Source: an optimization exercise on an open RTL-to-GDS flow (aim: small area). Production flows keep margins and buffers that such runs may drop. The RTL was checked by simulation tests, not by an equivalence proof against the original design. No driver is modelled on the clock port, so clock power and skew are understated where the tree is cut down; a real chip needs a root buffer or a tree. Power and IR drop assume default switching activity.

==> flow/design.v <==
`default_nettype none
package boardPkg;
    localparam int BoardSize = 16;
    localparam int BoxSize = 10;
    localparam int BoxCount = BoardSize * BoardSize;
    localparam int PosWidth = 4;
    localparam int PixelWidth = 9;
    localparam int ColourWidth = 3;
    localparam logic [ColourWidth-1:0] ColourNone = 3'b000;
    localparam logic [ColourWidth-1:0] ColourRed = 3'b100;
    localparam logic [ColourWidth-1:0] ColourBlue = 3'b001;
    typedef union packed {
        logic [2*PosWidth-1:0] index;
        struct packed {
            logic [PosWidth-1:0] row;
            logic [PosWidth-1:0] column;
        } field;
    } boxAddress_t;
endpackage
`default_nettype wire
`default_nettype none
`timescale 1ns/100ps
module boardRenderer #(
    parameter int PixelCredits = 4
) (
    input  logic                                 clock,
    input  logic                                 reset,
    input  logic [boardPkg::PosWidth-1:0]        redX,
    input  logic [boardPkg::PosWidth-1:0]        redY,
    input  logic [boardPkg::PosWidth-1:0]        blueX,
    input  logic [boardPkg::PosWidth-1:0]        blueY,
    input  logic                                 pixelCredit,
    output logic                                 pixelValid,
    output logic [boardPkg::PixelWidth-1:0]      pixelX,
    output logic [boardPkg::PixelWidth-1:0]      pixelY,
    output logic [boardPkg::ColourWidth-1:0]     pixelColour,
    output logic                                 endOfFrame
);
    localparam logic [2:0] OwedNone = 3'b000;
    localparam logic [2:0] OwedFull = 3'b101;
    logic hold;
    logic [2:0] owed;
    logic [3:0] boxColumn;
    logic [3:0] boxRow;
    logic [3:0] innerColumn;
    logic [3:0] innerRow;
    logic [3:0] rX, rY, bX, bY;
    logic emit;
    logic lastColumn;
    logic lastRow;
    logic redHere;
    logic blueHere;
    assign emit = !hold && (owed != OwedFull);
    assign lastColumn = innerColumn[3] && innerColumn[0];
    assign lastRow = innerRow[3] && innerRow[0];
    always_ff @(posedge clock) begin
        if (reset) begin
            hold <= 1'b1;
        end else begin
            hold <= endOfFrame;
        end
    end
    function automatic logic [2:0] owedNext(input logic [2:0] now, input logic up, input logic down);
        owedNext = now;
        case (now)
            3'b000: if (up) owedNext = 3'b001;
            3'b001: if (up) owedNext = 3'b011; else if (down) owedNext = 3'b000;
            3'b011: if (up) owedNext = 3'b111; else if (down) owedNext = 3'b001;
            3'b111: if (up) owedNext = 3'b101; else if (down) owedNext = 3'b011;
            3'b101: if (down) owedNext = 3'b111;
            default: owedNext = OwedNone;
        endcase
    endfunction
    always_ff @(posedge clock) begin
        if (reset) begin
            owed <= OwedNone;
        end else begin
            owed <= owedNext(owed, emit && !pixelCredit, pixelCredit && !emit);
        end
    end
    function automatic logic [3:0] stepTen(input logic [3:0] v);
        stepTen[0] = !v[0];
        stepTen[1] = v[1] ^ (v[0] && !v[3]);
        stepTen[2] = v[2] ^ (v[0] && v[1]);
        stepTen[3] = (v[3] && !v[0]) || (v[0] && v[1] && v[2]);
    endfunction
    always_ff @(posedge clock) begin
        if (reset) begin
            innerColumn <= '0;
            innerRow <= '0;
            boxColumn <= '0;
            boxRow <= '0;
        end else if (emit) begin
            innerColumn <= stepTen(innerColumn);
            if (lastColumn) begin
                innerRow <= stepTen(innerRow);
                if (lastRow) begin
                    boxColumn <= boxColumn + 1'b1;
                    if (&boxColumn) begin
                        boxRow <= boxRow + 1'b1;
                    end
                end
            end
        end
    end
    always_ff @(posedge clock) begin
        if (hold) begin
            rX <= redX;
            rY <= redY;
            bX <= blueX;
            bY <= blueY;
        end
    end
    function automatic logic [8:0] pixelCoord(input logic [3:0] box, input logic [3:0] inner);
        logic t0, t1, t2, t3, t4;
        logic c1, c2, c3, d3, d4, d5;
        t0 = box[0] ^ inner[1];
        c1 = box[0] & inner[1];
        t1 = box[1] ^ inner[2] ^ c1;
        c2 = (box[1] & inner[2]) | (c1 & (box[1] | inner[2]));
        t2 = box[2] ^ (inner[3] | c2);
        c3 = box[2] & (inner[3] | c2);
        t3 = box[3] ^ c3;
        t4 = box[3] & c3;
        d3 = t2 & box[0];
        d4 = (t3 & box[1]) | (d3 & (t3 | box[1]));
        d5 = (t4 & box[2]) | (d4 & (t4 | box[2]));
        pixelCoord = {1'b0, box[3] & d5, box[3] ^ d5, t4 ^ box[2] ^ d4, t3 ^ box[1] ^ d3,
                      t2 ^ box[0], t1, t0, inner[0]};
    endfunction
    assign redHere = (boxColumn == rX) && (boxRow == rY);
    assign blueHere = (boxColumn == bX) && (boxRow == bY);
    assign pixelValid = emit;
    assign pixelX = pixelCoord(boxColumn, innerColumn);
    assign pixelY = pixelCoord(boxRow, innerRow);
    assign pixelColour = {redHere && !blueHere, 1'b0, blueHere && !redHere};
    assign endOfFrame = emit && lastColumn && lastRow && (&boxColumn) && (&boxRow);
endmodule
`default_nettype wire
==> flow/config.mk <==
export PLATFORM = sky130hd
export DESIGN_NAME = boardRenderer
export DESIGN_NICKNAME = boardRenderer
export VERILOG_FILES = /design/flow/design.v
export SDC_FILE = /design/flow/constraint.sdc
export NUM_CORES = 4
export LEC_CHECK = 0
export CAP_MARGIN = 5
export CORE_MARGIN = 2
export CORE_UTILIZATION = 40
export GPL_TIMING_DRIVEN = 0
export SLEW_MARGIN = 5
==> flow/constraint.sdc <==
create_clock -name core_clock -period 5.0 [get_ports {clock}]
set_input_delay 1.0000 -clock core_clock [delete_from_list [all_inputs] [get_ports {clock}]]
set_output_delay 1.0000 -clock core_clock [all_outputs]
set_load 0.01 [all_outputs]
standard.sh (not shown) runs the stock make flow with config.mk's settings and CLKGATE_MAP_FILE= SYNTH_SCRIPT=/design/flow/synth_recipe.tcl, a recipe that flattens the netlist after the stock synthesis.
==> flow/flow/run.sh <==
#!/bin/bash
set -euo pipefail
W=$PWD
RES=$W/orfs/results/$FLOW_PLATFORM/boardRenderer/base
YOSYS=$(command -v yosys || true)
[[ -n "$YOSYS" ]] || YOSYS=$FLOW_HOME/../tools/install/yosys/bin/yosys
FLOW_CLOCK=clock
KNOBS=('BUFFER_PORTS_ARGS=-buffer_cell sky130_fd_sc_hd__buf_1' 'SKIP_REPAIR_TIE_FANOUT=1')
CLKBUF=sky130_fd_sc_hd__clkbuf_8
CLKGROUPS=2
SYNTHS=("" "ADDER_MAP_FILE= ABC_AREA=1" "ADDER_MAP_FILE=")
SCRIPTS=(remap_a remap_b remap_c)

flops() { grep -oE '^\s*sky130_fd_sc_hd__(s?e?df|dl)\S*\s+\S+' "$1" | sed 's/^ *//' | sort; }

mkdir -p $W/cand
# standard synthesis last, so orfs/ holds its state
for ((i = ${#SYNTHS[@]} - 1; i >= 0; i--)); do
  rm -rf $W/orfs
  # shellcheck disable=SC2086
  bash standard.sh ${SYNTHS[$i]} synth > $W/synth_$i.log 2>&1 || { echo "synthesis $i failed"; continue; }
  cp $RES/1_2_yosys.v $W/cand/synth_$i.v
done
flops $W/cand/synth_0.v > $W/cand/flops_standard.txt

pids=()
for ((i = 0; i < ${#SYNTHS[@]}; i++)); do
  [[ -f $W/cand/synth_$i.v ]] || continue
  if ! flops $W/cand/synth_$i.v | cmp -s - $W/cand/flops_standard.txt; then
    echo "synthesis $i changes the registers; dropped"
    continue
  fi
  for s in "${SCRIPTS[@]}"; do
    ( IN=$W/cand/synth_$i.v OUT=$W/cand/remap_${i}_$s.v SCRIPT=$W/flow/$s.abc \
        timeout 600 $YOSYS -c $W/flow/remap.tcl > $W/remap_${i}_$s.log 2>&1 || true ) &
    pids+=($!)
    if (( ${#pids[@]} >= ${NUM_CORES:-4} )); then wait "${pids[0]}" || true; pids=("${pids[@]:1}"); fi
  done
done
wait || true

best=$W/cand/synth_0.v
best_area=
for log in $W/remap_*.log; do
  v=$W/cand/$(basename $log .log).v
  [[ -s $v ]] || continue
  flops $v | cmp -s - $W/cand/flops_standard.txt || { echo "$v changes the registers; dropped"; continue; }
  a=$(grep "Chip area for module" $log | tail -1 | awk '{print $NF}')
  [[ -n "$a" ]] || continue
  echo "candidate $(basename $v): $a"
  if [[ -z "$best_area" ]] || awk -v a=$a -v b=$best_area 'BEGIN { exit !(a < b) }'; then
    best=$v
    best_area=$a
  fi
done
echo "chosen: $best ($best_area)"
cp $best $RES/1_2_yosys.v
rm -f $RES/1_synth.odb $RES/1_synth.sdc

bash standard.sh "${KNOBS[@]}" place > $W/place.log 2>&1
bash standard.sh "${KNOBS[@]}" run RUN_SCRIPT=$W/flow/cts_one.tcl RUN_LOG_NAME_STEM=4_1_cts \
  ONE_CLOCK_BUFFER=$CLKBUF CLOCK_GROUPS=$CLKGROUPS CLOCK_PORT_NAME=$FLOW_CLOCK > $W/cts.log 2>&1
bash standard.sh "${KNOBS[@]}" finish > $W/layout.log 2>&1
Other scripts of this flow, unchanged in this note and not shown: flow/flow/cts_one.tcl, flow/flow/remap.tcl, flow/flow/remap_a.abc, flow/flow/remap_b.abc, flow/flow/remap_c.abc
Edit:
CAP_MARGIN = 20   (was 5)
SLEW_MARGIN = 20   (was 5)
The changed run finished with timing, DRC and antenna clean.
Combinational power barely changes.
Clock power is about the same.
Routed wire length stays the same.
Synthesized area does not change.
Non-clock buffer count does not change.
Die area is unchanged.
Critical path depth stays the same.
Via count does not change.
Final area stays the same.
In every run of this note, the design's own scripts or RTL, not TritonCTS, make the clock network.

Setup of run 1:
RTL: the design.v shown in full above, as it stands there.
==> flow/config.mk <==
export PLATFORM = sky130hd
export DESIGN_NAME = boardRenderer
export DESIGN_NICKNAME = boardRenderer
export VERILOG_FILES = /design/flow/design.v
export SDC_FILE = /design/flow/constraint.sdc
export NUM_CORES = 4
export LEC_CHECK = 0
export CAP_MARGIN = 20
export CORE_MARGIN = 2
export CORE_UTILIZATION = 40
export GPL_TIMING_DRIVEN = 0
export SLEW_MARGIN = 20
==> flow/constraint.sdc <==
create_clock -name core_clock -period 5.0 [get_ports {clock}]
set_input_delay 1.0000 -clock core_clock [delete_from_list [all_inputs] [get_ports {clock}]]
set_output_delay 1.0000 -clock core_clock [all_outputs]
set_load 0.01 [all_outputs]
==> flow/flow/run.sh <==
#!/bin/bash
set -euo pipefail
W=$PWD
RES=$W/orfs/results/$FLOW_PLATFORM/boardRenderer/base
YOSYS=$(command -v yosys || true)
[[ -n "$YOSYS" ]] || YOSYS=$FLOW_HOME/../tools/install/yosys/bin/yosys
FLOW_CLOCK=clock
KNOBS=('BUFFER_PORTS_ARGS=-buffer_cell sky130_fd_sc_hd__buf_1' 'SKIP_REPAIR_TIE_FANOUT=1')
CLKBUF=sky130_fd_sc_hd__clkbuf_8
CLKGROUPS=2
SYNTHS=("" "ADDER_MAP_FILE= ABC_AREA=1")
# ABC scripts (remap_<kind>.abc, with SEED standing for deepsyn's random seed) and seeds to try
REMAPS=("a 0" "a 3" "a 5" "a 11" "a 20" "a 38" "a 41" "p 0" "p 5" "p 7" "p 17" "b 0" "b 3" "c 0")

flops() { grep -oE '^\s*sky130_fd_sc_hd__(s?e?df|dl)\S*\s+\S+' "$1" | sed 's/^ *//' | sort; }

mkdir -p $W/cand
# standard synthesis last, so orfs/ holds its state
SYNTH_IDS=()
for ((i = ${#SYNTHS[@]} - 1; i >= 0; i--)); do
  rm -rf $W/orfs
  # shellcheck disable=SC2086
  bash standard.sh ${SYNTHS[$i]} synth > $W/synth_$i.log 2>&1 || { echo "synthesis $i failed"; continue; }
  cp $RES/1_2_yosys.v $W/cand/synth_$i.v
  SYNTH_IDS+=($i)
done
flops $W/cand/synth_0.v > $W/cand/flops_standard.txt

# yosys's generic synthesis, its registers renamed as the standard synthesis names them
if IN=$FLOW_DESIGN OUT=$W/cand/generic.v TOP=$FLOW_TOP $YOSYS -c $W/flow/generic_synth.tcl \
    > $W/synth_generic.log 2>&1 &&
  python3 $W/flow/rename_flops.py $W/cand/synth_0.v $W/cand/generic.v $W/cand/synth_g.v \
    > $W/rename_flops.log 2>&1; then
  SYNTH_IDS+=(g)
else
  echo "generic synthesis dropped"
fi

pids=()
for i in "${SYNTH_IDS[@]}"; do
  if ! flops $W/cand/synth_$i.v | cmp -s - $W/cand/flops_standard.txt; then
    echo "synthesis $i changes the registers; dropped"
    continue
  fi
  for r in "${REMAPS[@]}"; do
    read -r kind seed <<< "$r"
    s=${kind}$seed
    sed "s/SEED/$seed/" $W/flow/remap_$kind.abc > $W/cand/$s.abc
    ( IN=$W/cand/synth_$i.v OUT=$W/cand/remap_${i}_$s.v SCRIPT=$W/cand/$s.abc \
        timeout 600 $YOSYS -c $W/flow/remap.tcl > $W/remap_${i}_$s.log 2>&1 || true ) &
    pids+=($!)
    if (( ${#pids[@]} >= ${NUM_CORES:-4} )); then wait "${pids[0]}" || true; pids=("${pids[@]:1}"); fi
  done
done
wait || true

best=$W/cand/synth_0.v
best_area=
for log in $W/remap_*.log; do
  v=$W/cand/$(basename $log .log).v
  [[ -s $v ]] || continue
  flops $v | cmp -s - $W/cand/flops_standard.txt || { echo "$v changes the registers; dropped"; continue; }
  a=$(grep "Chip area for module" $log | tail -1 | awk '{print $NF}')
  [[ -n "$a" ]] || continue
  echo "candidate $(basename $v): $a"
  if [[ -z "$best_area" ]] || awk -v a=$a -v b=$best_area 'BEGIN { exit !(a < b) }'; then
    best=$v
    best_area=$a
  fi
done
echo "chosen: $best ($best_area)"
cp $best $RES/1_2_yosys.v
rm -f $RES/1_synth.odb $RES/1_synth.sdc

bash standard.sh "${KNOBS[@]}" place > $W/place.log 2>&1
bash standard.sh "${KNOBS[@]}" run RUN_SCRIPT=$W/flow/cts_one.tcl RUN_LOG_NAME_STEM=4_1_cts \
  ONE_CLOCK_BUFFER=$CLKBUF CLOCK_GROUPS=$CLKGROUPS CLOCK_PORT_NAME=$FLOW_CLOCK > $W/cts.log 2>&1
bash standard.sh "${KNOBS[@]}" finish > $W/layout.log 2>&1
==> flow/flow/cts_one.tcl <==
# A flat clock tree: the clock port drives CLOCK_GROUPS clock buffers, each placed at the centre
# of its share of the registers (split by x position) and driving their clock pins. Then the same
# repair and legalisation as ORFS's cts.tcl.
utl::set_metrics_stage "cts__{}"
source $::env(SCRIPTS_DIR)/load.tcl
erase_non_stage_variables cts
load_design 3_place.odb 3_place.sdc

set_dont_use $::env(DONT_USE_CELLS)

set block [ord::get_db_block]
set dbu [$block getDbUnitsPerMicron]
set port $::env(CLOCK_PORT_NAME)
set groups $::env(CLOCK_GROUPS)

set sinks {}
foreach iterm [[$block findNet $port] getITerms] {
  set box [[$iterm getInst] getBBox]
  set x [expr { ([$box xMin] + [$box xMax]) / 2.0 / $dbu }]
  set y [expr { ([$box yMin] + [$box yMax]) / 2.0 / $dbu }]
  lappend sinks [list $x $y "[[$iterm getInst] getName]/[[$iterm getMTerm] getName]"]
}
set sinks [lsort -real -index 0 $sinks]
set n [llength $sinks]
puts "clock sinks: $n in $groups groups"
for { set g 0 } { $g < $groups } { incr g } {
  set lo [expr { $g * $n / $groups }]
  set hi [expr { ($g + 1) * $n / $groups - 1 }]
  set sx 0.0
  set sy 0.0
  set pins {}
  foreach s [lrange $sinks $lo $hi] {
    set sx [expr { $sx + [lindex $s 0] }]
    set sy [expr { $sy + [lindex $s 1] }]
    lappend pins [get_pins [lindex $s 2]]
  }
  set k [llength $pins]
  insert_buffer -buffer_cell $::env(ONE_CLOCK_BUFFER) -net $port -load_pins $pins \
    -location [list [expr { $sx / $k }] [expr { $sy / $k }]] \
    -buffer_name clkbuf_root_$g -net_name clknet_root_$g
}

set clk_net [$block findNet $port]
set root_iterms [$clk_net getITerms]
if { [llength $root_iterms] != $groups } {
  error "the clock port drives [llength $root_iterms] cell pins"
}
foreach root_iterm $root_iterms {
  set root [$root_iterm getInst]
  foreach iterm [$root getITerms] {
    set net [$iterm getNet]
    if { $net ne "NULL" && [$iterm isOutputSignal] } {
      $net setSigType CLOCK
      puts "clock buffer [$root getName] drives [llength [$net getITerms]] pins"
    }
  }
}
$clk_net setSigType CLOCK

set_propagated_clock [all_clocks]
log_cmd estimate_parasitics -placement

set_placement_padding -global \
  -left $::env(CELL_PAD_IN_SITES_DETAIL_PLACEMENT) \
  -right $::env(CELL_PAD_IN_SITES_DETAIL_PLACEMENT)
detailed_placement
log_cmd estimate_parasitics -placement

repair_timing_helper
detailed_placement
check_placement -verbose

report_clock_min_period
report_check_types -max_slew -max_capacitance -violators
report_tns
report_worst_slack -min

orfs_write_db $::env(RESULTS_DIR)/4_1_cts.odb
orfs_write_sdc $::env(RESULTS_DIR)/4_cts.sdc
==> flow/flow/remap.tcl <==
# Re-map the combinational cells of the standard synthesis for area; every register keeps its
# instance name and cell.
yosys -import
set lib $::env(FLOW_HOME)/platforms/sky130hd/lib/sky130_fd_sc_hd__tt_025C_1v80.lib
read_liberty -ignore_miss_func $lib
foreach m [list dfxtp_1 dfxtp_2 dfxtp_4 edfxtp_1 edfxbp_1 dfrtp_1 dfrtp_2 dfrtp_4 dfstp_1 dfstp_2 dfstp_4 dfxbp_1 dfxbp_2 dfbbp_1 dfrbp_1 dfrbp_2 dfsbp_1 dfsbp_2 dfbbn_1 dfbbn_2 dfrtn_1 sdfxtp_1 conb_1] {
  catch { setattr -mod -set blackbox 1 sky130_fd_sc_hd__$m }
}
read_verilog $::env(IN)
hierarchy -top boardRenderer
flatten
techmap
opt -fast
opt_clean -purge
set du {}
foreach c {probe_p_8 probec_p_8 lpflow_bleeder_1 lpflow_clkbufkapwr_1 lpflow_clkbufkapwr_16 lpflow_clkbufkapwr_2 lpflow_clkbufkapwr_4 lpflow_clkbufkapwr_8 lpflow_clkinvkapwr_1 lpflow_clkinvkapwr_16 lpflow_clkinvkapwr_2 lpflow_clkinvkapwr_4 lpflow_clkinvkapwr_8 lpflow_inputiso0n_1 lpflow_inputiso0p_1 lpflow_inputiso1n_1 lpflow_inputiso1p_1 lpflow_inputisolatch_1 lpflow_isobufsrc_1 lpflow_isobufsrc_16 lpflow_isobufsrc_2 lpflow_isobufsrc_4 lpflow_isobufsrc_8 lpflow_isobufsrckapwr_16 lpflow_lsbuf_lh_isowell_4 lpflow_lsbuf_lh_hl_isowell_tap_1 lpflow_lsbuf_lh_hl_isowell_tap_2 lpflow_lsbuf_lh_hl_isowell_tap_4 lpflow_lsbuf_lh_isowell_tap_1 lpflow_lsbuf_lh_isowell_tap_2 lpflow_lsbuf_lh_isowell_tap_4} {
  lappend du -dont_use sky130_fd_sc_hd__$c
}
abc -liberty $lib {*}$du -script $::env(SCRIPT)
opt_clean -purge
hilomap -singleton -hicell sky130_fd_sc_hd__conb_1 HI -locell sky130_fd_sc_hd__conb_1 LO
splitnets
opt_clean -purge
stat -liberty $lib
write_verilog -noattr -nohex -nodec $::env(OUT)
==> flow/flow/remap_a.abc <==
strash
&get -n
&deepsyn -T 20 -S SEED
&put
strash
dch -f
amap -F 20 -A 40
topo
==> flow/flow/remap_b.abc <==
strash
&get -n
&deepsyn -T 20 -S SEED
&put
strash
dch -f
amap -F 20 -A 40
mfs2 -a
strash
dch -f
amap -F 20 -A 40
topo
==> flow/flow/remap_c.abc <==
strash
collapse
strash
&get -n
&deepsyn -T 20 -S SEED
&put
strash
dch -f
amap -F 20 -A 40
topo
==> flow/flow/remap_p.abc <==
strash
&get -n
&deepsyn -T 20 -S SEED
&put
strash
dch -f -p
amap -F 20 -A 40
topo
Other scripts of this flow, unchanged in this note and not shown: flow/flow/generic_synth.tcl, flow/flow/rename_flops.py
Run 1 has completed all stages; timing, DRC and antenna checks passed.
Inputs modified between run 1 and run 2:
# run 1
export LEC_CHECK = 0
export CAP_MARGIN = 20
export CORE_MARGIN = 2
export CORE_UTILIZATION = 40
export GPL_TIMING_DRIVEN = 0
export SLEW_MARGIN = 20
create_clock -name core_clock -period 5.0 [get_ports {clock}]
# run 2
export LEC_CHECK = 0
export CAP_MARGIN = 20
export CORE_MARGIN = 2
export CORE_UTILIZATION = 65
export GPL_TIMING_DRIVEN = 0
export SLEW_MARGIN = 20
create_clock -name core_clock -period 5.0 [get_ports {clock}]
-- flow/flow/run.sh --
<<< run 1, line 9
CLKBUF=sky130_fd_sc_hd__clkbuf_8
CLKGROUPS=2
>>> run 2, line 9
CLKBUF=sky130_fd_sc_hd__clkbuf_16
CLKGROUPS=1
<<< run 1, line 13
REMAPS=("a 0" "a 3" "a 5" "a 11" "a 20" "a 38" "a 41" "p 0" "p 5" "p 7" "p 17" "b 0" "b 3" "c 0")
>>> run 2, line 13
REMAPS=("a 5" "a 38")
removed: flow/flow/remap_p.abc
Findings:
- Run 2 against run 1: combinational group share of total power picked up an extra 0.2 points; first-pass GRT wire length lost 380 um; fmax lost 1.0%; minimum period implied by the final worst setup slack picked up an extra 0.043 ns.
- Placement row count: run 2 vs run 1 down 5
- Run 2 ends up with a final routed wirelength across all metal layers that is about 4% lower than in run 1.
- Internal power summed over all cells of run 1 is on par with run 2.
Edits applied to the flow inputs when going from run 2 to run 3:
# run 2
export LEC_CHECK = 0
export CAP_MARGIN = 20
export CORE_MARGIN = 2
export CORE_UTILIZATION = 65
export GPL_TIMING_DRIVEN = 0
export SLEW_MARGIN = 20
create_clock -name core_clock -period 5.0 [get_ports {clock}]
# run 3
export LEC_CHECK = 0
export CAP_MARGIN = 20
export CORE_MARGIN = 2
export CORE_UTILIZATION = 40
export GPL_TIMING_DRIVEN = 0
export SLEW_MARGIN = 20
create_clock -name core_clock -period 5.0 [get_ports {clock}]
-- flow/flow/run.sh --
<<< run 2, line 9
CLKBUF=sky130_fd_sc_hd__clkbuf_16
CLKGROUPS=1
>>> run 3, line 9
CLKBUF=sky130_fd_sc_hd__clkbuf_8
CLKGROUPS=2
<<< run 2, line 13
REMAPS=("a 5" "a 38")
>>> run 3, line 13
REMAPS=("a 0" "a 3" "a 5" "a 11" "a 17" "a 29" "a 41" "a 53" "b 0" "b 3" "c 0")
### Flow results
- Run 3 completed end to end with timing, DRC and antenna clean.
- Cmp run 2 and run 3 / number of cells in the design after placement / higher: run 3
- The final critical-path share of the clock period in run 3 was lower than what run 2 gave.
- In terms of total power consumption of the routed design, run 2 and run 3 differ only marginally.
- From run 2 to run 3 the numbers moved as follows: fraction of power spent switching nets rose 0.15 points, hold slack has increased, fraction of power consumed by combinational cells fell 0.2 points, sequential share of layout area dropped 0.74 points.
--- input diff run 3..run 4 ---
-- flow/flow/run.sh --
<<< run 3, line 13
REMAPS=("a 0" "a 3" "a 5" "a 11" "a 17" "a 29" "a 41" "a 53" "b 0" "b 3" "c 0")
>>> run 4, line 13
REMAPS=("a 0" "a 3" "a 5" "a 11" "a 20" "a 38" "a 41" "p 0" "p 5" "p 7" "p 17" "b 0" "b 3" "c 0")
==> flow/flow/remap_p.abc (new file) <==
strash
&get -n
&deepsyn -T 20 -S SEED
&put
strash
dch -f -p
amap -F 20 -A 40
topo
### Flow results
- Worst-case vdd ir drop (higher): run 3
- The fraction of area in registers on run 3 is in line with that on run 4.
- Looking at met3 global-route usage, run 4 sits 0.17 points lower than run 3 does.
- Run 4 vs. run 3: final area neither gained nor lost much; final worst slack closely matched the old numbers; remaining global-route overflow barely changed.
- In terms of die span in x, run 4 and run 3 differ only marginally.
- Comparing run 4 with run 3, the core utilization came out essentially unchanged.
### run 4 -> run 5
-- flow/flow/run.sh --
<<< run 4, line 9
CLKBUF=sky130_fd_sc_hd__clkbuf_8
CLKGROUPS=2
>>> run 5, line 9
CLKBUF=sky130_fd_sc_hd__clkbuf_16
CLKGROUPS=1
<<< run 4, line 13
REMAPS=("a 0" "a 3" "a 5" "a 11" "a 20" "a 38" "a 41" "p 0" "p 5" "p 7" "p 17" "b 0" "b 3" "c 0")
>>> run 5, line 13
REMAPS=("a 5" "a 38")
removed: flow/flow/remap_p.abc
Results
- From run 4 to run 5 the numbers moved as follows: routed length on met1 picked up an extra about 5.4%; share of layout cells above drive strength 1 lost 0.47 points; number of fillers in the final layout lost about 0.8%; arrival time at the worst endpoint picked up an extra 0.03 ns.
Here is what was changed in the inputs of run 6 compared with run 5.
-- flow/flow/run.sh --
<<< run 5, line 9
CLKBUF=sky130_fd_sc_hd__clkbuf_16
CLKGROUPS=1
SYNTHS=("" "ADDER_MAP_FILE= ABC_AREA=1")
# ABC scripts (remap_<kind>.abc, with SEED standing for deepsyn's random seed) and seeds to try
REMAPS=("a 5" "a 38")
>>> run 6, line 9
CLKBUF=sky130_fd_sc_hd__clkbuf_8
CLKGROUPS=2
SYNTHS=("" "ADDER_MAP_FILE= ABC_AREA=1" "ADDER_MAP_FILE=")
SCRIPTS=(remap_a remap_b remap_c remap_d remap_e)
<<< run 5, line 45
  for r in "${REMAPS[@]}"; do
    read -r kind seed <<< "$r"
    s=${kind}$seed
    sed "s/SEED/$seed/" $W/flow/remap_$kind.abc > $W/cand/$s.abc
    ( IN=$W/cand/synth_$i.v OUT=$W/cand/remap_${i}_$s.v SCRIPT=$W/cand/$s.abc \
>>> run 6, line 44
  for s in "${SCRIPTS[@]}"; do
    ( IN=$W/cand/synth_$i.v OUT=$W/cand/remap_${i}_$s.v SCRIPT=$W/flow/$s.abc \
-- flow/flow/remap_a.abc --
<<< run 5, line 3
&deepsyn -T 20 -S SEED
>>> run 6, line 3
&deepsyn -T 20
-- flow/flow/remap_b.abc --
<<< run 5, line 3
&deepsyn -T 20 -S SEED
>>> run 6, line 3
&deepsyn -T 20
-- flow/flow/remap_c.abc --
<<< run 5, line 5
&deepsyn -T 20 -S SEED
>>> run 6, line 5
&deepsyn -T 20
==> flow/flow/remap_d.abc (new file) <==
strash
&get -n
&deepsyn -T 20 -S 3
&put
strash
dch -f
amap -F 20 -A 40
topo
==> flow/flow/remap_e.abc (new file) <==
strash
&get -n
&deepsyn -T 20 -S 3
&put
strash
dch -f
amap -F 20 -A 40
mfs2 -a
strash
dch -f
amap -F 20 -A 40
topo
Findings:
In the metrics for run 5 and run 6, the one carrying the higher setup slack is run 6.
Between run 5 and run 6, synthesized cell count is lower for run 5, run 6 comes in above that.
On headroom to the max-slew limit: run 6 sits above run 5.
Re number of inverters outside the clock class in the layout: no difference whatsoever between run 6 and run 5.
Final critical path time including I/O delays and setup (higher): run 5
Between run 5 and run 6, area of all placed cells without fillers increased.
On total power: run 6 sits below run 5.
Run 6 vs run 5: detailed-routed wire length on met3 up by more than a quarter
In every run of this note, the design's own scripts or RTL, not TritonCTS, make the clock network.

==> afterwards: timing with drivers on the ports <==
No port has a modelled driver above. Below, the same layouts with a new extraction and two added sets of constraints. Step 1 sets driving cells, clkbuf_16 on the clock port and buf_2 on the other inputs (assumed; they add their load-dependent delay and slew). Step 2 times the ports against the registers' clock, not the clock port: input delays grow and output delays shrink by t, the midpoint of the rising clock arrivals with the driver on. a / b / c = ideal / step 1 / step 2; a / b = the first two.
| run | t, ns | slack for setup (ns) | worst setup path at the end | worst data-port slew with drivers (ns) | cell pins on the clock port's net |
|---|---|---|---|---|---|
| the first run of note 1 | 0.195 | 0.755 / 0.721 / 0.916 | register to output | 0.03 | 2 |
| the second run of note 1 | 0.195 | 0.755 / 0.721 / 0.916 | register to output | 0.03 | 2 |
| run 1 | 0.192 | 0.806 / 0.772 / 0.964 | register to output | 0.03 | 2 |
| run 2 | 0.203 | 0.763 / 0.737 / 0.939 | register to output | 0.03 | 1 |
| run 3 | 0.193 | 0.806 / 0.771 / 0.964 | register to output | 0.03 | 2 |
| run 4 | 0.192 | 0.806 / 0.772 / 0.964 | register to output | 0.03 | 2 |
| run 5 | 0.211 | 0.783 / 0.751 / 0.962 | register to output | 0.03 | 1 |
| run 6 | 0.193 | 0.818 / 0.783 / 0.976 | register to output | 0.03 | 2 |
After both steps every run listed still meets setup and hold.
